This is an optimization exercise on Yosys and OpenROAD, whose aim is a short achievable clock period and few clock cycles, not a production implementation. The RTL was checked by simulation tests, not by an equivalence proof against the original design. Power and IR drop assume default switching activity.

## flow/run.sh

```bash
#!/bin/bash
# synth_recipe.tcl (not shown) runs the flow's synth.tcl, then flattens the netlist and writes it again
# the make line also repeats each setting of config.mk as NAME=value (left out here)
make -C /OpenROAD-flow-scripts/flow DESIGN_CONFIG=/design/flow/config.mk WORK_HOME=/design/flow/orfs CLKGATE_MAP_FILE= SYNTH_SCRIPT=/design/flow/synth_recipe.tcl finish
```

## flow/config.mk

```make
export PLATFORM = sky130hd
export DESIGN_NAME = core
export DESIGN_NICKNAME = core
export VERILOG_FILES = /design/flow/design.v
export SDC_FILE = /design/flow/constraint.sdc
export NUM_CORES = 8
export LEC_CHECK = 0
export CAP_MARGIN = 20
export CORE_MARGIN = 2
export CORE_UTILIZATION = 30
export SETUP_SLACK_MARGIN = 5
export SLEW_MARGIN = 20
```

## flow/constraint.sdc

```tcl
create_clock -name core_clock -period 7.5 [get_ports {clk}]
set_input_delay 1.5000 -clock core_clock [delete_from_list [all_inputs] [get_ports {clk}]]
set_output_delay 1.5000 -clock core_clock [all_outputs]
set_load 0.01 [all_outputs]
```

## flow/design.v

```verilog
package core_pkg;
    typedef logic [32-1:0]     word_t;
    typedef logic [5-1:0] regAddr_t;
endpackage
`timescale 1ns/1ns
module decoder (
    input  core_pkg::word_t    instr,
    output logic               write,       
    output core_pkg::regAddr_t dst,
    output logic               usesRs,
    output logic               usesRt,
    output logic               adderUser,   
    output logic               immSel,      
    output logic               zeroA,       
    output logic               isLoad,
    output logic               isStore,
    output logic               isBranch,
    output logic               isJump,
    output logic               isSubu,
    output logic               opAdd,
    output logic               opSub,
    output logic               opAnd,
    output logic               opOr,
    output logic               opSlt,
    output logic               opSll,
    output core_pkg::word_t    imm
);
    logic [5:0] op;
    logic [5:0] fn;
    logic       isR;
    logic       rAddu, rSubu, rAnd, rOr, rSlt, rSll;
    logic       isOri, isLui;
    logic       dstIsRd;
    logic       regWrite;
    assign op = instr[31:26];
    assign fn = instr[5:0];
    assign isR   = (op == 6'h00);
    assign rAddu = isR && (fn == 6'h21);
    assign rSubu = isR && (fn == 6'h23);
    assign rAnd  = isR && (fn == 6'h24);
    assign rOr   = isR && (fn == 6'h25);
    assign rSlt  = isR && (fn == 6'h2a);
    assign rSll  = isR && (fn == 6'h00);
    assign isOri    = (op == 6'h0d);
    assign isLui    = (op == 6'h0f);
    assign isLoad   = (op == 6'h23);
    assign isStore  = (op == 6'h2b);
    assign isBranch = (op == 6'h04);
    assign isJump   = (op == 6'h02);
    assign isSubu   = rSubu;
    assign dstIsRd  = rAddu | rSubu | rAnd | rOr | rSlt | rSll;
    assign regWrite = dstIsRd | isOri | isLui | isLoad;
    assign dst      = dstIsRd ? instr[15:11] : instr[20:16];
    assign write    = (dstIsRd && instr[15:11] != '0) ||
                      ((isOri || isLui || isLoad) && instr[20:16] != '0);
    assign usesRs   = isR | isOri | isLoad | isStore | isBranch;
    assign usesRt   = isR | isStore | isBranch;
    assign adderUser = (isR && instr[5] && !instr[2]) || isLoad || isStore;
    assign immSel   = isOri | isLui | isLoad | isStore;
    assign zeroA    = isLui;
    assign opAdd = rAddu | isLoad | isStore;
    assign opSub = rSubu | rSlt;
    assign opAnd = rAnd;
    assign opOr  = rOr | isOri | isLui;
    assign opSlt = rSlt;
    assign opSll = rSll;
    assign imm = isLui ? {instr[15:0], 16'h0000} :
                 isOri ? {16'h0000, instr[15:0]} :
                         {{16{instr[15]}}, instr[15:0]};
endmodule
`timescale 1ns/1ns
module regFile (
    input  logic               clk,
    input  logic               rstN,
    input  logic [31:1]        readSelA,
    input  logic [31:1]        readSelB,
    input  logic [31:1]        writeSel,    
    input  core_pkg::word_t    writeData,
    output core_pkg::word_t    readDataA,
    output core_pkg::word_t    readDataB
);
    logic [31:0] regs [1:31];
    always_ff @(posedge clk or negedge rstN) begin
        if (!rstN) begin
            for (int i = 1; i < 32; i++) begin
                regs[i] <= '0;
            end
        end else begin
            for (int i = 1; i < 32; i++) begin
                if (writeSel[i]) begin
                    regs[i] <= writeData;
                end
            end
        end
    end
    always_comb begin
        readDataA = '0;
        readDataB = '0;
        for (int i = 1; i < 32; i++) begin
            readDataA = readDataA | ({32{readSelA[i]}} & regs[i]);
            readDataB = readDataB | ({32{readSelB[i]}} & regs[i]);
        end
    end
endmodule
`timescale 1ns/1ns
module hazardUnit (
    input  logic matchA,        
    input  logic matchB,        
    input  logic adderUser,     
    input  logic producerLoad,  
    output logic hazard
);
    assign hazard = (matchA || matchB) && adderUser && producerLoad;
endmodule
`timescale 1ns/1ns
module alu (
    input  core_pkg::word_t a,
    input  core_pkg::word_t b,
    input  core_pkg::word_t t,
    input  core_pkg::word_t g,
    input  core_pkg::word_t fwd,
    input  logic            fwdA,
    input  logic            fwdB,
    input  core_pkg::word_t ld,          
    input  logic            fwdAL,
    input  logic            fwdBL,
    input  logic [4:0]      shamt,
    input  logic            opSum,       
    input  logic            opSub,       
    input  logic            opAnd,
    input  logic            opOr,
    input  logic            opSlt,
    input  logic            opSll,
    output core_pkg::word_t sum,
    output core_pkg::word_t other,       
    output logic            lessThan,
    output core_pkg::word_t result
);
    logic [31:0]     carry;
    core_pkg::word_t srcA, srcB, srcAr, srcBr;
    ksAdder #(.W(32), .L(5)) adder (
        .p    (t),
        .g    (g),
        .x    (t & ~g),
        .cin  (opSub),
        .carry(carry),
        .sum  (sum)
    );
    assign lessThan = (srcAr[31] ^ srcBr[31]) ? srcAr[31] : ~carry[31];
    assign srcAr = fwdA ? fwd : a;
    assign srcBr = fwdB ? fwd : b;
    assign srcA  = fwdAL ? ld : srcAr;
    assign srcB  = fwdBL ? ld : srcBr;
    assign other  = ({32{opAnd}} & (srcAr & srcBr)) |
                    ({32{opOr}}  & (srcAr | srcBr));
    assign result = ({32{opSum}} & sum) |
                    ({32{opAnd}} & (srcA & srcB)) |
                    ({32{opOr}}  & (srcA | srcB)) |
                    ({32{opSll}} & (srcB << shamt)) |
                    {31'b0, opSlt & lessThan};
endmodule
module ksAdder #(
    parameter int W = 32,
    parameter int L = 5          
) (
    input  logic [W-1:0] p,      
    input  logic [W-1:0] x,      
    input  logic [W-1:0] g,
    input  logic         cin,
    output logic [W-1:0] carry,
    output logic [W-1:0] sum
);
    logic [W-1:0] gs [0:L];
    logic [W-1:0] ps [0:L];
    always_comb begin
        gs[0] = g;
        ps[0] = p;
        for (int l = 1; l <= L; l++) begin
            for (int i = 0; i < W; i++) begin
                if (i >= (1 << (l - 1))) begin
                    gs[l][i] = gs[l-1][i] | (ps[l-1][i] & gs[l-1][i - (1 << (l - 1))]);
                    ps[l][i] = ps[l-1][i] & ps[l-1][i - (1 << (l - 1))];
                end else begin
                    gs[l][i] = gs[l-1][i];
                    ps[l][i] = ps[l-1][i];
                end
            end
        end
    end
    assign carry = {gs[L][W-2:0] | (ps[L][W-2:0] & {(W-1){cin}}), cin};
    assign sum   = x ^ carry;
endmodule
`timescale 1ns/1ns
module core (
    input  logic            clk,
    input  logic            rstN,
    output core_pkg::word_t instrAddr,
    input  core_pkg::word_t instrData,
    output core_pkg::word_t prAddr,
    output core_pkg::word_t prWd,
    output logic            prWe,
    input  core_pkg::word_t prRd
);
    core_pkg::word_t    pcF;
    core_pkg::word_t    pcQ;         
    core_pkg::word_t    pcPlus4F;
    core_pkg::word_t    pcIfNeF, pcIfEqF;
    core_pkg::regAddr_t rsF, rtF, dstF;
    logic               writeF, usesRsF, usesRtF, adderUserF, immSelF, zeroAF;
    logic               isLoadF, isStoreF, isBranchF, isJumpF, isSubuF;
    logic               opAddF, opSubF, opAndF, opOrF, opSltF, opSllF;
    core_pkg::word_t    immF;
    logic [16:0]        lowSumF, lowCarryF;
    logic [13:0]        pcUpF, pcDnF;
    logic               sameF, adderUseF, fuseF;
    logic               pfAF, pfBF;
    logic               lateResD;    
    logic               pfSumAD, pfOthAD, pfSltAD, pfNoAD;
    logic               pfSumBD, pfOthBD, pfSltBD, pfNoBD;
    logic               fwdAF, fwdBF, fwdSF;
    core_pkg::word_t    instrD;
    logic               validD;
    core_pkg::regAddr_t rsD, rtD, dstD;
    core_pkg::regAddr_t rsNext, rtNext;
    logic [31:1]        selAF, selBF, selAD, selBD;
    logic               hitMAF, hitWAF, hitMBF, hitWBF;
    logic               zeroANext, immSelNext;    
    logic               aMaluF, aMldF, aWF, bMaluF, bMldF, bWF;
    logic               aMaluD, aMldD, aWD, bMaluD, bMldD, bWD;
    logic               writeD, usesRsD, immSelD, zeroAD;
    logic               loadD, storeD, jumpD, subuD;
    logic               goD;         
    logic               brD;         
    logic               opAddD, opSubD, opAndD, opOrD, opSltD, opSllD;
    logic               opSumD;
    core_pkg::word_t    immD;
    logic [16:0]        lowSumD;
    logic [13:0]        pcHiD;
    logic [13:0]        pcUpD, pcDnD;
    logic               advD;        
    logic               fuseD;
    logic               lateF, lateD, lateAD;    
    logic               fwdAD, fwdBD, fwdSD;       
    logic               fwdALD, fwdBLD, fwdSLD;    
    logic [13:0]        hiD;
    core_pkg::word_t    targetD;
    core_pkg::word_t    rfA, rfB;
    core_pkg::word_t    valM;
    core_pkg::word_t    rsVal, rtVal;
    core_pkg::word_t    aD, bD;
    logic               stall;
    logic               writeE, loadE, storeE, branchE, lateE, lateAE;
    core_pkg::regAddr_t dstE;
    logic               opSumE, opSubE, opAndE, opOrE, opSltE, opSllE;
    logic               fwdAE, fwdBE, fwdSE;
    logic               fwdALE, fwdBLE, fwdSLE;
    core_pkg::word_t    aE, bE, tE, gE, sdE, targetE;
    logic [4:0]         shamtE;
    core_pkg::word_t    sdValE, resE, addrE, othE;
    logic               ltE;
    core_pkg::word_t    bEff;
    core_pkg::word_t    aEff, bxEff;
    logic               eqE;
    logic               cmpRegE, cmpFwdE;    
    core_pkg::word_t    xabE, otherE;        
    logic               redirectE;
    logic               lateM, redirectM;
    core_pkg::word_t    diffLM, targetM;
    logic               writeM, loadM, storeM;
    core_pkg::regAddr_t dstM;
    core_pkg::word_t    resM, addrM, sdM;
    logic [31:1]        writeSelW;   
    core_pkg::word_t    valW;
    assign pcF       = pcQ ^ 32'h0000_3000;
    assign instrAddr = pcF;
    assign pcPlus4F  = pcF + 32'd4;
    assign rsF = instrData[25:21];
    assign rtF = instrData[20:16];
    decoder predecode (
        .instr   (instrData),
        .write   (writeF),
        .dst     (dstF),
        .usesRs  (usesRsF),
        .usesRt  (usesRtF),
        .adderUser(adderUserF),
        .immSel  (immSelF),
        .zeroA   (zeroAF),
        .isLoad  (isLoadF),
        .isStore (isStoreF),
        .isBranch(isBranchF),
        .isJump  (isJumpF),
        .isSubu  (isSubuF),
        .opAdd   (opAddF),
        .opSub   (opSubF),
        .opAnd   (opAndF),
        .opOr    (opOrF),
        .opSlt   (opSltF),
        .opSll   (opSllF),
        .imm     (immF)
    );
    assign sameF = rsF == rtF;
    assign pcUpF = pcF[31:18] + 14'd1;
    assign pcDnF = pcF[31:18] - 14'd1;
    ksAdder #(.W(17), .L(5)) lowAdder (
        .p    ({1'b0, pcF[17:2] ^ instrData[15:0]}),
        .g    ({1'b0, pcF[17:2] & instrData[15:0]}),
        .x    ({1'b0, pcF[17:2] ^ instrData[15:0]}),
        .cin  (1'b1),
        .carry(lowCarryF),
        .sum  (lowSumF)
    );
    assign fwdAF = validD && writeD && usesRsF && !zeroAF && (rsF == dstD);
    assign fwdBF = validD && writeD && usesRtF && !immSelF && (rtF == dstD);
    assign fwdSF = validD && writeD && isStoreF && (rtF == dstD);
    assign lateResD = loadD || opSllD || ((opAndD || opOrD) && (fwdALD || fwdBLD));
    assign pfAF = fwdAF && !lateResD && adderUserF;
    assign pfBF = fwdBF && !lateResD && adderUserF;
    hazardUnit hazards (
        .matchA      (fwdAF),
        .matchB      (fwdBF),
        .adderUser   (adderUserF),
        .producerLoad(lateResD),
        .hazard      (adderUseF)
    );
    assign lateF = isBranchF && !sameF && validD && loadD && (fwdAF || fwdBF);
    assign fuseF = isBranchF && !sameF && validD && writeD && subuD &&
                   ((rsF == dstD && rtF == '0) || (rtF == dstD && rsF == '0));
    assign rsNext     = stall ? instrD[25:21] : rsF;
    assign rtNext     = stall ? instrD[20:16] : rtF;
    assign zeroANext  = stall ? zeroAD : zeroAF;
    assign immSelNext = stall ? (immSelD && !storeD) : (immSelF && !isStoreF);
    assign hitMAF = writeE && dstE == rsNext;
    assign hitWAF = writeM && dstM == rsNext;
    assign hitMBF = writeE && dstE == rtNext;
    assign hitWBF = writeM && dstM == rtNext;
    always_comb begin
        for (int i = 1; i < 32; i++) begin
            selAF[i] = rsNext == 5'(i) && !hitMAF && !hitWAF && !zeroANext;
            selBF[i] = rtNext == 5'(i) && !hitMBF && !hitWBF && !immSelNext;
        end
    end
    assign aMaluF = hitMAF && !loadE && !zeroANext;
    assign aMldF  = hitMAF && loadE && !zeroANext;
    assign aWF    = hitWAF && !hitMAF && !zeroANext;
    assign bMaluF = hitMBF && !loadE && !immSelNext;
    assign bMldF  = hitMBF && loadE && !immSelNext;
    assign bWF    = hitWBF && !hitMBF && !immSelNext;
    always_ff @(posedge clk or negedge rstN) begin
        if (!rstN) begin
            pfSumAD <= 1'b0;
            pfOthAD <= 1'b0;
            pfSltAD <= 1'b0;
            pfSumBD <= 1'b0;
            pfOthBD <= 1'b0;
            pfSltBD <= 1'b0;
        end else if (stall) begin
            pfSumAD <= 1'b0;
            pfOthAD <= 1'b0;
            pfSltAD <= 1'b0;
            pfSumBD <= 1'b0;
            pfOthBD <= 1'b0;
            pfSltBD <= 1'b0;
        end else begin
            pfSumAD <= pfAF && opSumD;
            pfOthAD <= pfAF && (opAndD || opOrD);
            pfSltAD <= pfAF && opSltD;
            pfSumBD <= pfBF && opSumD;
            pfOthBD <= pfBF && (opAndD || opOrD);
            pfSltBD <= pfBF && opSltD;
        end
    end
    always_ff @(posedge clk) begin
        selAD  <= selAF;
        selBD  <= selBF;
        aMaluD <= aMaluF;
        aMldD  <= aMldF;
        aWD    <= aWF;
        bMaluD <= bMaluF;
        bMldD  <= bMldF;
        bWD    <= bWF;
    end
    assign pcIfNeF = stall ? pcF : ((validD && goD) ? targetD : pcPlus4F);
    assign pcIfEqF = branchE ? targetE :
                     (validD && fuseD && !stall) ? targetD : pcIfNeF;
    always_ff @(posedge clk or negedge rstN) begin
        if (!rstN) begin
            pcQ <= '0;
        end else begin
            pcQ <= (redirectM ? targetM : (eqE ? pcIfEqF : pcIfNeF)) ^ 32'h0000_3000;
        end
    end
    always_ff @(posedge clk or negedge rstN) begin
        if (!rstN) begin
            advD <= 1'b1;
        end else begin
            advD <= !(adderUseF && !stall && !redirectE && !redirectM);
        end
    end
    always_ff @(posedge clk or negedge rstN) begin
        if (!rstN) begin
            validD <= 1'b0;
        end else if (redirectM) begin
            validD <= 1'b0;
        end else if (!stall) begin
            validD <= !redirectE;
        end
    end
    always_ff @(posedge clk or negedge rstN) begin
        if (!rstN) begin
            lateD   <= 1'b0;
            fuseD   <= 1'b0;
            fwdAD   <= 1'b0;
            fwdBD   <= 1'b0;
            fwdSD   <= 1'b0;
            fwdSLD  <= 1'b0;
            fwdALD  <= 1'b0;
            fwdBLD  <= 1'b0;
            pfNoAD  <= 1'b1;
            pfNoBD  <= 1'b1;
        end else if (stall) begin
            lateD   <= 1'b0;
            fuseD   <= 1'b0;
            fwdAD   <= 1'b0;
            fwdBD   <= 1'b0;
            fwdSD   <= 1'b0;
            fwdSLD  <= 1'b0;
            fwdALD  <= 1'b0;
            fwdBLD  <= 1'b0;
            pfNoAD  <= 1'b1;
            pfNoBD  <= 1'b1;
        end else begin
            lateD   <= lateF;
            lateAD  <= fwdAF;
            pfNoAD  <= !pfAF;
            pfNoBD  <= !pfBF;
            fuseD   <= fuseF;
            fwdAD   <= fwdAF && !loadD;
            fwdBD   <= fwdBF && !loadD;
            fwdSD   <= fwdSF && !loadD;
            fwdSLD  <= fwdSF && loadD;
            fwdALD  <= fwdAF && loadD;
            fwdBLD  <= fwdBF && loadD;
        end
    end
    always_ff @(posedge clk) begin
        if (!stall) begin
            instrD  <= instrData;
            dstD    <= dstF;
            writeD  <= writeF;
            usesRsD <= usesRsF;
            immSelD <= immSelF;
            zeroAD  <= zeroAF;
            loadD   <= isLoadF && writeF;
            storeD  <= isStoreF;
            jumpD   <= isJumpF;
            subuD   <= isSubuF;
            goD     <= isJumpF || (isBranchF && sameF);
            brD     <= isBranchF && !sameF;
            opAddD  <= opAddF;
            opSumD  <= opAddF || (opSubF && !opSltF);
            opSubD  <= opSubF;
            opAndD  <= opAndF;
            opOrD   <= opOrF;
            opSltD  <= opSltF;
            opSllD  <= opSllF;
            immD    <= immSelF ? immF : '0;
            lowSumD <= lowSumF;
            pcHiD   <= pcF[31:18];
            pcUpD   <= pcUpF;
            pcDnD   <= pcDnF;
        end
    end
    assign rsD = instrD[25:21];
    assign rtD = instrD[20:16];
    always_comb begin
        case ({instrD[15], lowSumD[16]})
            2'b01:   hiD = pcUpD;
            2'b10:   hiD = pcDnD;
            default: hiD = pcHiD;
        endcase
    end
    assign targetD = jumpD ? {pcF[31:28], instrD[25:0], 2'b00} :
                             {hiD, lowSumD[15:0], 2'b00};
    assign stall  = !advD;
    regFile regs (
        .clk      (clk),
        .rstN     (rstN),
        .readSelA (selAD),
        .readSelB (selBD),
        .writeSel (writeSelW),
        .writeData(valW),
        .readDataA(rfA),
        .readDataB(rfB)
    );
    assign valM  = loadM ? prRd : resM;
    assign rsVal = rfA | ({32{aMaluD}} & resM) | ({32{aMldD}} & prRd) | ({32{aWD}} & valW);
    assign rtVal = rfB | ({32{bMaluD}} & resM) | ({32{bMldD}} & prRd) | ({32{bWD}} & valW);
    assign aD = rsVal;
    assign bD = (rtVal & {32{!storeD}}) | immD;
    assign aEff  = ({32{pfSumAD}} & addrE) | ({32{pfOthAD}} & othE) |
                   {31'b0, pfSltAD & ltE} |
                   ({32{pfNoAD}} & aD);
    assign bEff  = ({32{pfSumBD}} & addrE) | ({32{pfOthBD}} & othE) |
                   {31'b0, pfSltBD & ltE} |
                   ({32{pfNoBD}} & bD);
    assign bxEff = opSubD ? ~bEff : bEff;
    always_ff @(posedge clk or negedge rstN) begin
        if (!rstN) begin
            writeE  <= 1'b0;
            loadE   <= 1'b0;
            storeE  <= 1'b0;
            branchE <= 1'b0;
            lateE   <= 1'b0;
        end else if (stall || redirectM) begin
            writeE  <= 1'b0;
            loadE   <= 1'b0;
            storeE  <= 1'b0;
            branchE <= 1'b0;
            lateE   <= 1'b0;
        end else begin
            writeE  <= validD && writeD;
            loadE   <= validD && loadD;
            storeE  <= validD && storeD;
            branchE <= validD && brD && !fuseD && !lateD;
            lateE   <= validD && brD && lateD;
        end
    end
    always_ff @(posedge clk) begin
        dstE    <= dstD;
        opSumE  <= opSumD;
        opSubE  <= opSubD;
        opAndE  <= opAndD;
        opOrE   <= opOrD;
        opSltE  <= opSltD;
        opSllE  <= opSllD;
        fwdAE   <= fwdAD;
        fwdBE   <= fwdBD;
        fwdSLE  <= fwdSLD;
        fwdALE  <= fwdALD;
        fwdBLE  <= fwdBLD;
        lateAE  <= lateAD;
        cmpRegE <= !fwdAD && !fwdBD;
        cmpFwdE <= fwdAD != fwdBD;
        xabE    <= aD ^ bD;
        otherE  <= fwdAD ? bD : aD;
        fwdSE   <= fwdSD;
        aE      <= aD;
        bE      <= bD;
        tE      <= aEff | bxEff;
        gE      <= aEff & bxEff;
        sdE     <= rtVal;
        shamtE  <= instrD[10:6];
        targetE <= targetD;
    end
    assign sdValE = fwdSE ? resM : fwdSLE ? prRd : sdE;
    alu aluUnit (
        .a     (aE),
        .b     (bE),
        .t     (tE),
        .g     (gE),
        .fwd   (resM),
        .fwdA  (fwdAE),
        .fwdB  (fwdBE),
        .ld    (prRd),
        .fwdAL (fwdALE),
        .fwdBL (fwdBLE),
        .shamt (shamtE),
        .opSum (opSumE),
        .opSub (opSubE),
        .opAnd (opAndE),
        .opOr  (opOrE),
        .opSlt (opSltE),
        .opSll (opSllE),
        .sum   (addrE),
        .other (othE),
        .lessThan(ltE),
        .result(resE)
    );
    assign eqE = (({32{cmpRegE}} & xabE) | ({32{cmpFwdE}} & (resM ^ otherE))) == '0;
    assign redirectE = branchE && eqE;
    always_ff @(posedge clk or negedge rstN) begin
        if (!rstN) begin
            writeM <= 1'b0;
            loadM  <= 1'b0;
            storeM <= 1'b0;
            lateM  <= 1'b0;
        end else begin
            writeM <= writeE;
            loadM  <= loadE;
            storeM <= storeE;
            lateM  <= lateE;
        end
    end
    always_ff @(posedge clk) begin
        dstM  <= dstE;
        resM  <= resE;
        addrM <= addrE;
        diffLM  <= prRd ^ (lateAE ? bE : aE);
        targetM <= targetE;
        sdM   <= sdValE;
    end
    assign redirectM = lateM && (diffLM == '0);
    assign prAddr = addrM;
    assign prWd   = sdM;
    assign prWe   = storeM;
    always_ff @(posedge clk or negedge rstN) begin
        if (!rstN) begin
            writeSelW <= '0;
        end else begin
            for (int i = 1; i < 32; i++) begin
                writeSelW[i] <= writeM && dstM == 5'(i);
            end
        end
    end
    always_ff @(posedge clk) begin
        valW <= valM;
    end
endmodule
```

==> results.toml, run 1 <==
[sta]
clock-skew-final_ns = 0.0464
post-route-min-period_ns = 3.07
hold_violations = 0
tightest_slew_ns = 1.41
post-route-period-util = 0.409
report.final.slew_viol_count = 0
finalSetupTns_ns = 0
finalSetupViolCount = 0
slew_headroom = 0.0603
rsz0062_at_grt = "yes"
setup_ws_ns = 4.43
max_freq_ghz = 0.326

[cells_and_area]
nNetsFinal = 7794
layout_common_cells = "mux2_2, dfrtp_1, a22oi_1"
drive_gt1_frac = 0.415
fin_cells = 11447
area_growth_pct = 29.3
layout.cells.most_common = "mux2_2"

[synthesis]
yosys.area.top_type = "dfrtp_1"
syn_inst = 7146
synthesis.nets = 7237
synth.yosys.warnings = 9
synth_top_area_share = 0.333
synth_compound_area_frac = 0.162
synth_edf_count = 136
async_flop_share = 0.614
ys_seq_area_frac = 0.518
netlist_area_mm2 = 0.0811
synth_seq_cells = 1761
synth_ff_type = "dfrtp_1"
synth_top_family_by_area = "multiplexers"
synthSimpleGateAreaFrac = 0.0784
synth_cell_type_count = 74
synth_xor_area_frac = 0.0240
yosys-mux-area-fraction = 0.178
syn_area_per_cell_um2 = 11.4
synthTopCellsByArea = "dfrtp_1, mux2_2, dfxtp_1, a22oi_1, edfxtp_1"
synth_adder_area_share = 0.00385

[drt]
viasPerCell = 6.67
ant_nets = 0
wl_per_cell_um = 38.0
drc = 0
dr.pass1.iters = 14
wl_met2_mm = 164
wl_met1_mm = 149
wirelength_mm = 435
vias = 76397
top_layer_used = "met5"
first_iter_violations = 15495
dr_wl_met3_mm = 77.3

[clock_network]
clk_latency_ns = 0.87
cts.clk_slew.worst_paths_ns = 0.06
tritoncts = "done"
root_buffer = "clkbuf_16"
hold_buffers = 0
cts_sinks = 1761
h-tree-depth = 4
cts_buffers = 178
cts_max_path_buffers = 3

[power]
max-vdd-ir-drop_v = 0.000256
power_density_mw_per_mm2 = 205
total_power_mw = 21.5
power.leakage_nw = 45.0

[die]
core-area_mm2 = 0.268
die-area_mm2 = 0.275
fp.dieH_um = 524
start_util = 0.302
pin_count = 163
rows = 190
die_w_um = 524

[min_path]
hp-start = "fwdSD$_DFF_PN0_"
hold_path.class = "register to register"
holdPathEnd = "fwdSE$_DFF_P_"
whs_path_depth = 0

[critical_path]
cp-end-kind = "register"
worst_ep_arrival_time_ns = 3.66
r2r_slack_ns = 4.49
rr_startpoint = "selBD[26]$_DFF_P_"
ff2ff_path_depth = 12
path_class = "primary input to register"
start_kind = "primary input"
r2r-end = "tE[6]$_DFF_P_"
crit_required_ns = 8.09
crit_fanout = 4

[grt]
grt_pass1_wl_mm = 581
grt_max_degree = 164
overflow = 0
antenna_found_initial = 36
grt.total_usage = 0.302
grt_pass1_vias = 71429

[run_status]
status = "timing/DRC/antenna clean"

[job]
drv_cap = 0

[placement]
gp_congestion = 0.972
post-place-ws_ns = 2.73
place_inst = 10402
io_buffers = 162
dp_hpwl_mm = 233
==> through the flow <==
step / area (um2) / util / hold slack [ns]
global placement: 87500 / 0.326 / 0.325
CTS: 102000 / 0.380 / 0.329
global route: 105000 / 0.391 / 0.341
detailed placement: 87500 / 0.326 / 0.328
floorplan: 82600 / - / 0.323
finish: 105000 / 0.391 / 0.324
==> repair_timing <==
item                                    in CTS  in global routing
endpoints found under the setup margin     676                737
pin swaps                                  325                261
setup buffers                              513                125
resized for setup                         1493                393
cloned                                      28                  7
==> synthesized netlist by cell type (13+ instances only) <==
| cell | instances |
|---|---|
| and3_1 | 17 |
| buf_1 | 181 |
| edfxtp_1 | 136 |
| or2_2 | 16 |
| and2_1 | 35 |
| nand2b_1 | 44 |
| a21oi_1 | 212 |
| o211ai_1 | 21 |
| nor3_1 | 102 |
| a22oi_1 | 794 |
| a221o_1 | 18 |
| o22ai_1 | 18 |
| a222oi_1 | 55 |
| xor2_1 | 82 |
| a22o_1 | 203 |
| dfrtp_1 | 1079 |
| ha_1 | 25 |
| nand3_1 | 97 |
| a211oi_1 | 14 |
| o21ai_0 | 157 |
| nand2_1 | 312 |
| nand4_1 | 229 |
| nor2_1 | 380 |
| dfxtp_1 | 543 |
| a21o_1 | 13 |
| mux2i_1 | 157 |
| a221oi_1 | 194 |
| clkbuf_1 | 436 |
| nor2b_1 | 29 |
| inv_1 | 87 |
| xnor2_1 | 140 |
| buf_4 | 30 |
| mux2_2 | 1136 |
| nor4_1 | 31 |
| o21a_1 | 18 |
==> flip-flops by register name (all words and copies together), names as in the netlist, 32 cells and up <==
register,cells
resM,32
regs.regs,992
valW,32
otherE,32
xabE,32
sdE,32
bE,32
pcQ,32
addrM,32
tE,32
immD,32
aE,32
gE,32
diffLM,32
sdM,32
==> worst max-delay path: stages <==
cell and delay, ns:
dlygate4sd2_1 0.33, ha_1 0.25, or3_1 0.39, o211ai_1 0.29
a31oi_2 0.16, o21a_1 0.23, o21a_1 0.22, a21oi_2 0.19
o21bai_1 0.09
==> layout make-up <==
type | instances | area (um2)
Multi-Input combinational cell | 4647 | 40200
Clock inverter | 66 | 754
Inverter | 90 | 365
Sequential cell | 1761 | 42600
Timing Repair Buffer | 1025 | 11100
Clock buffer | 269 | 5340
Antenna cell | 37 | 92.6
Fill cell | 25141 | 163000
Tap cell | 3552 | 4440
==> power breakdown <==
part | internal, mW | switching [mW]
Combinational | 0.749 | 1.19
Clock | 5.38 | 4.12
Sequential | 9.86 | 0.211
Total | 16.0 | 5.52
==> kinds of logic (layout without fill, tap and decap cells) <==
family,Yosys count,after routing
other,0,37
buffers and inverters,738,1450
multiplexers,1297,1297
XOR/XNOR,222,222
flip-flops,1761,1761
AND/OR/NAND/NOR,1325,1325
adder cells (fa/ha/maj),25,25
AO/OA/AOI/OAI,1778,1778
==> worst max path at each step <==
stage / startpoint / end / slack (ns)
after global placement: instrData[0] / lowSumD[15]$_DFFE_PP_ / 2.61
after detailed placement: instrData[0] / lowSumD[15]$_DFFE_PP_ / 2.73
after CTS: pcQ[10]$_DFF_PN0_ / instrAddr[10] / 4.51
final: instrData[6] / lowSumD[16]$_DFFE_PP_ / 4.43
after floorplan: instrData[0] / lowSumD[15]$_DFFE_PP_ / 3.85
after global routing: instrData[0] / lowSumD[15]$_DFFE_PP_ / 4.38
==> routing by layer <==
metal | up-vias | track usage
met3 | 2731 | 0.179
met4 | 63 | 0.208
li1 | 28126 | -
met5 | - | 0.0390
met1 | 37677 | 0.355
met2 | 7800 | 0.401
Testbench counts, summed over its fixed seeds: cycles 47,126.
==> inputs of run 2 (changes only) <==
--- a/flow/design.v
+++ b/flow/design.v
@@ -205,5 +205,6 @@
     core_pkg::word_t    pcQ;         
     core_pkg::word_t    pcPlus4F;
-    core_pkg::word_t    pcIfNeF, pcIfEqF;
+    core_pkg::word_t    pcNextF;
+    logic               fuseOkF, restF, selTE, selTD, selPc, selP4;
     core_pkg::regAddr_t rsF, rtF, dstF;
     logic               writeF, usesRsF, usesRtF, adderUserF, immSelF, zeroAF;
@@ -380,12 +381,19 @@
         bWD    <= bWF;
     end
-    assign pcIfNeF = stall ? pcF : ((validD && goD) ? targetD : pcPlus4F);
-    assign pcIfEqF = branchE ? targetE :
-                     (validD && fuseD && !stall) ? targetD : pcIfNeF;
+    assign fuseOkF = validD && fuseD && !stall;
+    assign restF   = !redirectM && !(eqE && (branchE || fuseOkF));
+    assign selTE   = !redirectM && eqE && branchE;
+    assign selTD   = (!redirectM && eqE && !branchE && fuseOkF) ||
+                     (restF && !stall && validD && goD);
+    assign selPc   = restF && stall;
+    assign selP4   = restF && !stall && !(validD && goD);
+    assign pcNextF = ({32{redirectM}} & targetM) | ({32{selTE}} & targetE) |
+                     ({32{selTD}} & targetD) | ({32{selPc}} & pcF) |
+                     ({32{selP4}} & pcPlus4F);
     always_ff @(posedge clk or negedge rstN) begin
         if (!rstN) begin
             pcQ <= '0;
         end else begin
-            pcQ <= (redirectM ? targetM : (eqE ? pcIfEqF : pcIfNeF)) ^ 32'h0000_3000;
+            pcQ <= pcNextF ^ 32'h0000_3000;
         end
     end
--- a/flow/config.mk
+++ b/flow/config.mk
@@ -8,5 +8,5 @@
 export CAP_MARGIN = 20
 export CORE_MARGIN = 2
-export CORE_UTILIZATION = 30
+export CORE_UTILIZATION = 25
 export SETUP_SLACK_MARGIN = 5
 export SLEW_MARGIN = 20
==> run 2 against run 1 <==
Via count is 2.0% lower; non-clock buffer count decreased by 102; combinational power rose by 19%; largest power group unchanged.
==> results.toml, run 2 <==
[min_path]
hp-start = "fwdSD$_DFF_PN0_"
hold_path.class = "register to register"

[cells_and_area]
largest_register = "regs.regs"
layout_common_cells = "mux2_2, dfrtp_1, a22oi_1"
largest_reg_flops = 992
drive_gt1_frac = 0.422
stdcell_area_mm2 = 0.105
area_growth_pct = 30.0
nNetsFinal = 7589
layout.cells.most_common = "mux2_2"
fillerInstances = 31679

[drt]
viasPerCell = 6.24
top_layer_used = "met5"
first_iter_violations = 14457
wl_per_cell_um = 35.7
dr_wl_met3_mm = 75.1
drc = 0
dr.pass1.iters = 11
vias = 74864
ant_nets = 0
wirelength_mm = 429
wl_met2_mm = 161
wl_met1_mm = 153

[synthesis]
ys_seq_area_frac = 0.519
yosys.area.top_type = "dfrtp_1"
synthTopCellsByArea = "dfrtp_1, mux2_2, dfxtp_1, a22oi_1, edfxtp_1"
synth_edf_count = 136
synth_most_common_cell = "mux2_2"
synthesis.nets = 7122
synth_cell_type_count = 85
synth_ff_type = "dfrtp_1"
netlist_area_mm2 = 0.0810
synth.yosys.warnings = 9
async_flop_share = 0.614
synth_common_cells = "mux2_2, dfrtp_1, a22oi_1"
synth_top_area_share = 0.333
syn_inst = 7031
synth_seq_cells = 1761
syn_area_per_cell_um2 = 11.5

[critical_path]
path_class = "register to output port"
r2r_slack_ns = 4.53
worst_ep_arrival_time_ns = 1.52
cp_slowest_cell = "dfrtp_1"
r2r-end = "pcQ[11]$_DFF_PN0_"
ff2ff_path_depth = 12
crit_fanout = 2
crit_required_ns = 6.00
critPathMaxStageDelay_ns = 0.39
start_kind = "register"
cp-startpoint = "pcQ[12]$_DFF_PN0_"
rr_startpoint = "resM[10]$_DFF_P_"
cp-end-kind = "output port"
worstSetupEndpoint = "instrAddr[12]"
critical_path.cell_chain = "inv_2, buf_6"

[sta]
clock-skew-final_ns = 0.0886
post-route-min-period_ns = 3.02
report.final.slew_viol_count = 0
post-route-period-util = 0.402
tightest_slew_ns = 1.41
hold_violations = 0
finalSetupViolCount = 0
slew_headroom = 0.0625
finalSetupTns_ns = 0
rsz0062_at_grt = "yes"
max_freq_ghz = 0.332
timing.hold.ws_ns = 0.328

[clock_network]
cts_sinks = 1761
cts_max_path_buffers = 4
cts.clk_slew.worst_paths_ns = 0.07
root_buffer = "clkbuf_16"
cts_buffers = 182
h-tree-depth = 4
clk_latency_ns = 0.92
hold_buffers = 0
tritoncts = "done"

[die]
die-area_mm2 = 0.329
pin_count = 163
core-area_mm2 = 0.323
start_util = 0.251
fp.dieH_um = 573
rows = 209
die_w_um = 573

[power]
max-vdd-ir-drop_v = 0.000183
switching_share = 0.265
intPower_mw = 16.1
power_density_mw_per_mm2 = 208
p_switching_mw = 5.80
pwr-share-comb = 0.105
seqPwrFrac = 0.471
power.leakage_nw = 44.6
pwr-share-clk = 0.424

[placement]
dp_hpwl_mm = 227
gp_congestion = 0.963
io_buffers = 162
placed_area_mm2 = 0.0882

[grt]
grt_max_degree = 192
overflow = 0
grt.total_usage = 0.245
grt_pass1_vias = 70291
antenna_found_initial = 36
grt_pass1_wl_mm = 573

[job]
drv_cap = 0

[run_status]
status = "timing/DRC/antenna clean"
run 2: power groups by stage:
stage / logic (mW) / clock network [mW] / registers (mW)
after floorplan: 0.994 / 0 / 10.4
after global routing: 2.41 / 9.60 / 10.3
final: 2.30 / 9.28 / 10.3
after global placement: 1.54 / 0 / 10.6
after CTS: 2.04 / 9.22 / 10.3
after detailed placement: 1.55 / 0 / 10.6
run 2: per-layer routing:
layer / track usage / vias to the layer above
met2: 0.321 / 7515
met1: 0.304 / 37359
met3: 0.131 / 2341
li1: - / 27616
met4: 0.164 / 33
met5: 0.0166 / -
run 2: cells by family (layout without fill, tap and decap cells):
kind of cell / after synthesis / in the layout / synth area share
AND/OR/NAND/NOR: 1267 / 1269 / 0.0774
AO/OA/AOI/OAI: 1700 / 1700 / 0.157
multiplexers: 1332 / 1332 / 0.183
other: 0 / 39 / 0
buffers and inverters: 721 / 1328 / 0.0356
flip-flops: 1761 / 1761 / 0.519
XOR/XNOR: 225 / 225 / 0.0244
adder cells (fa/ha/maj): 25 / 25 / 0.00386
run 2: worst min-delay path by stage:
stage	depth (start not counted)	slack, ns	endpoint
floorplan	0	0.32	targetM[11]$_DFF_P_
global route	0	0.33	fwdSE$_DFF_P_
global placement	0	0.33	targetM[6]$_DFF_P_
finish	0	0.33	fwdSE$_DFF_P_
detailed placement	0	0.33	fwdSE$_DFF_P_
CTS	0	0.32	fwdSE$_DFF_P_
run 2: final cells by class:
type | count | area, um2 | share of cell area
antenna | 39 | 97.6 | 0.000926
clock buffer | 260 | 5220 | 0.0496
clock inverter | 66 | 601 | 0.00570
inverter | 78 | 312 | 0.00296
multi-input combinational | 4551 | 40600 | 0.386
sequential | 1761 | 42600 | 0.404
tap | 4325 | 5410 | 0.0514
timing repair buffer | 923 | 10500 | 0.0995
timing repair inverter | 1 | 7.51 | 0.0000712
run 2: metrics by stage:
stage               power, mW  std cells  setup slack (ns)  utilization
global route             22.3      11972              4.44        0.325
detailed placement       12.1      11040              2.48        0.273
CTS                      21.5      11821              4.50        0.315
floorplan                11.4       7031              3.83            -
global placement         12.1      11040              2.44        0.273
finish                   21.9      12004              4.48        0.326
run 2: what timing repair did:
action                                  in CTS  in global routing
pin swaps                                  268                257
endpoints found under the setup margin     533                682
resized for setup                         1492                510
cloned                                      35                 10
setup buffers                              420                132
run 2: worst max-delay path, delay by kind of cell (launching register included):
| family | cells | cell delay, ns |
|---|---|---|
| flops | 1 | 0.39 |
| buf+inv | 2 | 0.24 |
Testbench counts of run 2, summed over its fixed seeds: cycles 47,126.
==> inputs of run 3 (changes only) <==
--- a/flow/design.v
+++ b/flow/design.v
@@ -212,5 +212,5 @@
     logic               opAddF, opSubF, opAndF, opOrF, opSltF, opSllF;
     core_pkg::word_t    immF;
-    logic [16:0]        lowSumF, lowCarryF;
+    logic [14:0]        lowSumF, lowCarryF;
     logic [13:0]        pcUpF, pcDnF;
     logic               sameF, adderUseF, fuseF;
@@ -236,6 +236,7 @@
     logic               opSumD;
     core_pkg::word_t    immD;
-    logic [16:0]        lowSumD;
-    logic [13:0]        pcHiD;
+    logic [14:0]        lowSumD;
+    logic [2:0]         midD, midCarryD;
+    logic [15:0]        pcHiD;
     logic [13:0]        pcUpD, pcDnD;
     logic               advD;        
@@ -303,8 +304,8 @@
     assign pcUpF = pcF[31:18] + 14'd1;
     assign pcDnF = pcF[31:18] - 14'd1;
-    ksAdder #(.W(17), .L(5)) lowAdder (
-        .p    ({1'b0, pcF[17:2] ^ instrData[15:0]}),
-        .g    ({1'b0, pcF[17:2] & instrData[15:0]}),
-        .x    ({1'b0, pcF[17:2] ^ instrData[15:0]}),
+    ksAdder #(.W(15), .L(4)) lowAdder (
+        .p    ({1'b0, pcF[15:2] ^ instrData[13:0]}),
+        .g    ({1'b0, pcF[15:2] & instrData[13:0]}),
+        .x    ({1'b0, pcF[15:2] ^ instrData[13:0]}),
         .cin  (1'b1),
         .carry(lowCarryF),
@@ -474,5 +475,5 @@
             immD    <= immSelF ? immF : '0;
             lowSumD <= lowSumF;
-            pcHiD   <= pcF[31:18];
+            pcHiD   <= pcF[31:16];
             pcUpD   <= pcUpF;
             pcDnD   <= pcDnF;
@@ -481,13 +482,21 @@
     assign rsD = instrD[25:21];
     assign rtD = instrD[20:16];
+    ksAdder #(.W(3), .L(2)) midAdder (
+        .p    ({1'b0, pcHiD[1:0] ^ instrD[15:14]}),
+        .g    ({1'b0, pcHiD[1:0] & instrD[15:14]}),
+        .x    ({1'b0, pcHiD[1:0] ^ instrD[15:14]}),
+        .cin  (lowSumD[14]),
+        .carry(midCarryD),
+        .sum  (midD)
+    );
     always_comb begin
-        case ({instrD[15], lowSumD[16]})
+        case ({instrD[15], midD[2]})
             2'b01:   hiD = pcUpD;
             2'b10:   hiD = pcDnD;
-            default: hiD = pcHiD;
+            default: hiD = pcHiD[15:2];
         endcase
     end
     assign targetD = jumpD ? {pcF[31:28], instrD[25:0], 2'b00} :
-                             {hiD, lowSumD[15:0], 2'b00};
+                             {hiD, midD[1:0], lowSumD[13:0], 2'b00};
     assign stall  = !advD;
     regFile regs (
==> run 3 against run 2 <==
Core utilization rose by 0.23 points; combinational power rose by 2%; hold slack got worse by 0.0056 ns; non-clock buffer count rose by 53; flip-flop and latch count did not move; area after synthesis rose by 0.19%; first-iteration DRC count rose by 3.3%; cell area rose by 0.78%; synthesized cell count fell by 0.18%; clock power rose by 2.7%; final cell count rose by 0.59%.
==> results.toml, run 3 <==
[run_status]
status = "timing/DRC/antenna clean"

[power]
seqPwrFrac = 0.466
p_switching_mw = 5.81
pwr-share-comb = 0.106
power_density_mw_per_mm2 = 209
power.leakage_nw = 45.0
switching_share = 0.261
intPower_mw = 16.4
total_power_mw = 22.2
max-vdd-ir-drop_v = 0.000259
pwr-share-clk = 0.429

[sta]
clock-skew-final_ns = 0.106
post-route-min-period_ns = 3.15
timing.hold.ws_ns = 0.322
hold_violations = 0
post-route-period-util = 0.421
finalSetupViolCount = 0
rsz0062_at_grt = "yes"
report.final.slew_viol_count = 0
slew_headroom = 0.106
finalSetupTns_ns = 0
tightest_slew_ns = 1.34
setup_ws_ns = 4.35
max_freq_ghz = 0.317

[cells_and_area]
largest_register = "regs.regs"
layout_common_cells = "mux2_2, dfrtp_1, a22oi_1"
nNetsFinal = 7651
largest_reg_flops = 992
drive_gt1_frac = 0.418
area_growth_pct = 30.8
layout.cells.most_common = "mux2_2"
fillerInstances = 31800
fin_util = 0.328

[drt]
dr.pass1.iters = 12
first_iter_violations = 14933
drc = 0
wl_per_cell_um = 35.6
ant_nets = 0
wirelength_mm = 429
viasPerCell = 6.22
vias = 75081

[min_path]
hold_path.class = "register to register"

[clock_network]
cts_buffers = 183
root_buffer = "clkbuf_16"
cts_max_path_buffers = 4
cts_sinks = 1761
h-tree-depth = 4
clk_latency_ns = 0.90
tritoncts = "done"
cts.clk_slew.worst_paths_ns = 0.06

[die]
rows = 209
start_util = 0.251
pin_count = 163
core-area_mm2 = 0.324
die_w_um = 574
fp.dieH_um = 574
die-area_mm2 = 0.329

[placement]
post-place-ws_ns = 2.81
gp_congestion = 0.973
dp_hpwl_mm = 228
io_buffers = 162

[grt]
grt_max_degree = 163
grt_pass1_vias = 70297
overflow = 0
grt_pass1_wl_mm = 574
antenna_found_initial = 38
grt.total_usage = 0.245

[synthesis]
synthTopCellsByArea = "dfrtp_1, mux2_2, dfxtp_1, a22oi_1, edfxtp_1"
netlist_area_mm2 = 0.0812
synth_cell_type_count = 91
synth_ff_type = "dfrtp_1"
synth_xor_area_frac = 0.0255
yosys-mux-area-fraction = 0.180
synthesis.nets = 7110
synth_edf_count = 136
yosys.area.top_type = "dfrtp_1"
synth_adder_area_share = 0.00410
synth_most_common_cell = "mux2_2"
async_flop_share = 0.614
synth_top_area_share = 0.333
synth_common_cells = "mux2_2, dfrtp_1, a22oi_1"
synth_seq_cells = 1761
ys_seq_area_frac = 0.518
synth_top_family_by_area = "multiplexers"
syn_area_per_cell_um2 = 11.6
synth_compound_area_frac = 0.161
synth.yosys.warnings = 12
syn_inst = 7018
synthSimpleGateAreaFrac = 0.0763

[critical_path]
cp-end-kind = "register"
crit_required_ns = 8.22
crit_family = "simple AND/OR/NAND/NOR gates"
crit_buf_inv = 5
worst_ep_arrival_time_ns = 3.87
critical_path.cell_chain = "buf_6, xor2_4, nor4_4, nand4_1, o21ai_2, buf_6, and3_4, buf_12, nor3_4, buf_6, buf_16, a221o_1"
crit_top_cell = "buf_6"
path_class = "register to register"
start_kind = "register"
cp_slowest_cell = "nand4_1"
crit_fanout = 7
critPathMaxStageDelay_ns = 0.48

[job]
drv_cap = 0
run 3: changes by cell type in the layout (fill, tap and decap cells not counted), moves of 14 or more:
cell | before | now
mux2_2 | 1109 | 1089
a22oi_2 | 55 | 37
buf_4 | 450 | 493
a21oi_1 | 111 | 89
a221oi_1 | 106 | 135
a21oi_2 | 35 | 15
inv_1 | 53 | 72
nand4_1 | 221 | 196
a22oi_1 | 687 | 640
and3_1 | 35 | 21
mux2i_1 | 121 | 101
nand2b_1 | 37 | 53
a22o_1 | 212 | 244
clkinv_2 | 37 | 21
run 3: layout make-up:
class                      instances  area (um2)  share of cell area
multi-input combinational       4538       40700               0.383
clock buffer                     273        5390              0.0507
antenna                           45         113             0.00106
timing repair buffer             976       11000               0.103
clock inverter                    58         644             0.00607
sequential                      1761       42600               0.401
inverter                          99         388             0.00365
tap                             4325        5410              0.0510
run 3: final timing paths:
check / startpoint / endpoint / slack (ns) / cells past startpoint
max: resM[27]$_DFF_P_ / pcQ[11]$_DFF_PN0_ / 4.35 / 12
min: targetE[29]$_DFF_P_ / targetM[29]$_DFF_P_ / 0.32 / 0
max reg2reg: resM[27]$_DFF_P_ / pcQ[11]$_DFF_PN0_ / 4.35 / 12
min reg2reg: targetE[29]$_DFF_P_ / targetM[29]$_DFF_P_ / 0.32 / 0
max in group asynchronous: rstN / regs.regs[17][18]$_DFFE_PN0P_ / 5.25 / 3
min in group asynchronous: rstN / regs.regs[11][6]$_DFFE_PN0P_ / 0.60 / 1
run 3: repair_timing:
item,4_1_cts,5_1_grt
endpoints found under the setup margin,552,600
gates cloned,36,5
buffers inserted,430,173
hold buffers,0,0
pin swaps,298,255
gates resized for setup,1488,448
run 3: cell families (layout without fill, tap and decap cells):
| family | count (synthesis) | count (layout) |
|---|---|---|
| xor gates and xnor gates | 236 | 236 |
| buffers and inverters | 724 | 1406 |
| DFF | 1761 | 1761 |
| muxes | 1315 | 1315 |
| adders and majority gates | 26 | 26 |
| and+or+nand+nor | 1258 | 1262 |
| other | 0 | 45 |
| AOI/OAI and AO/OA | 1698 | 1699 |
run 3: power by group through the flow:
stage	Clock, mW	Combinational [mW]	Sequential (mW)
6_report	9.53	2.35	10.4
5_1_grt	9.91	2.47	10.4
4_1_cts	9.50	2.13	10.3
3_5_place_dp	0	1.62	10.6
3_3_place_gp	0	1.60	10.6
2_1_floorplan	0	1.06	10.4
run 3: per-layer routing:
| layer | up-vias | GRT usage | routed length [um] |
|---|---|---|---|
| li1 | 27768 | - | - |
| met1 | 37313 | 0.304 | 153000 |
| met2 | 7589 | 0.323 | 161000 |
| met3 | 2383 | 0.134 | 76400 |
| met4 | 28 | 0.159 | 38000 |
| met5 | - | 0.0143 | 964 |
run 3: per-stage QoR:
step           instance area (um2)  instances
4_1_cts                     103000      11852
5_1_grt                     106000      12040
3_3_place_gp                 88500      11055
2_1_floorplan                82500       7018
6_report                    106000      12075
3_5_place_dp                 88500      11055
Testbench counts of run 3, summed over its fixed seeds: cycles 47,126.

## separate check: timing with driven ports
How much do the figures lean on ideal ports? The routed layouts below were timed once more, with nothing changed but the port constraints. Step 1 sets driving cells, clkbuf_16 on the clock port and buf_2 on the other inputs (assumed; they add their load-dependent delay and slew). Step 2 times the ports against the registers' clock, not the clock port: input delays grow and output delays shrink by t, the midpoint of the rising clock arrivals with the driver on. Slacks: ideal ports / drivers / drivers and shift; pairs: ideal ports / drivers.
| run | t, ns | setup WS [ns] | worst setup path at the end | latest minus earliest clock arrival (ns) | worst register clock-pin slew, ns |
|---|---|---|---|---|---|
| run 1 | 0.942 | 4.434 / 4.456 / 3.552 | input to register | 0.051 / 0.051 | 0.07 / 0.07 |
| run 2 | 0.970 | 4.485 / 4.394 / 3.559 | input to register | 0.096 / 0.097 | 0.08 / 0.08 |
| run 3 | 0.944 | 4.345 / 4.345 / 3.519 | input to register | 0.107 / 0.107 | 0.07 / 0.07 |
After both steps every run listed still meets setup and hold. The setup slack of run 2, which loses most, moves by -0.091 ns with the drivers and by -0.926 ns with both steps.
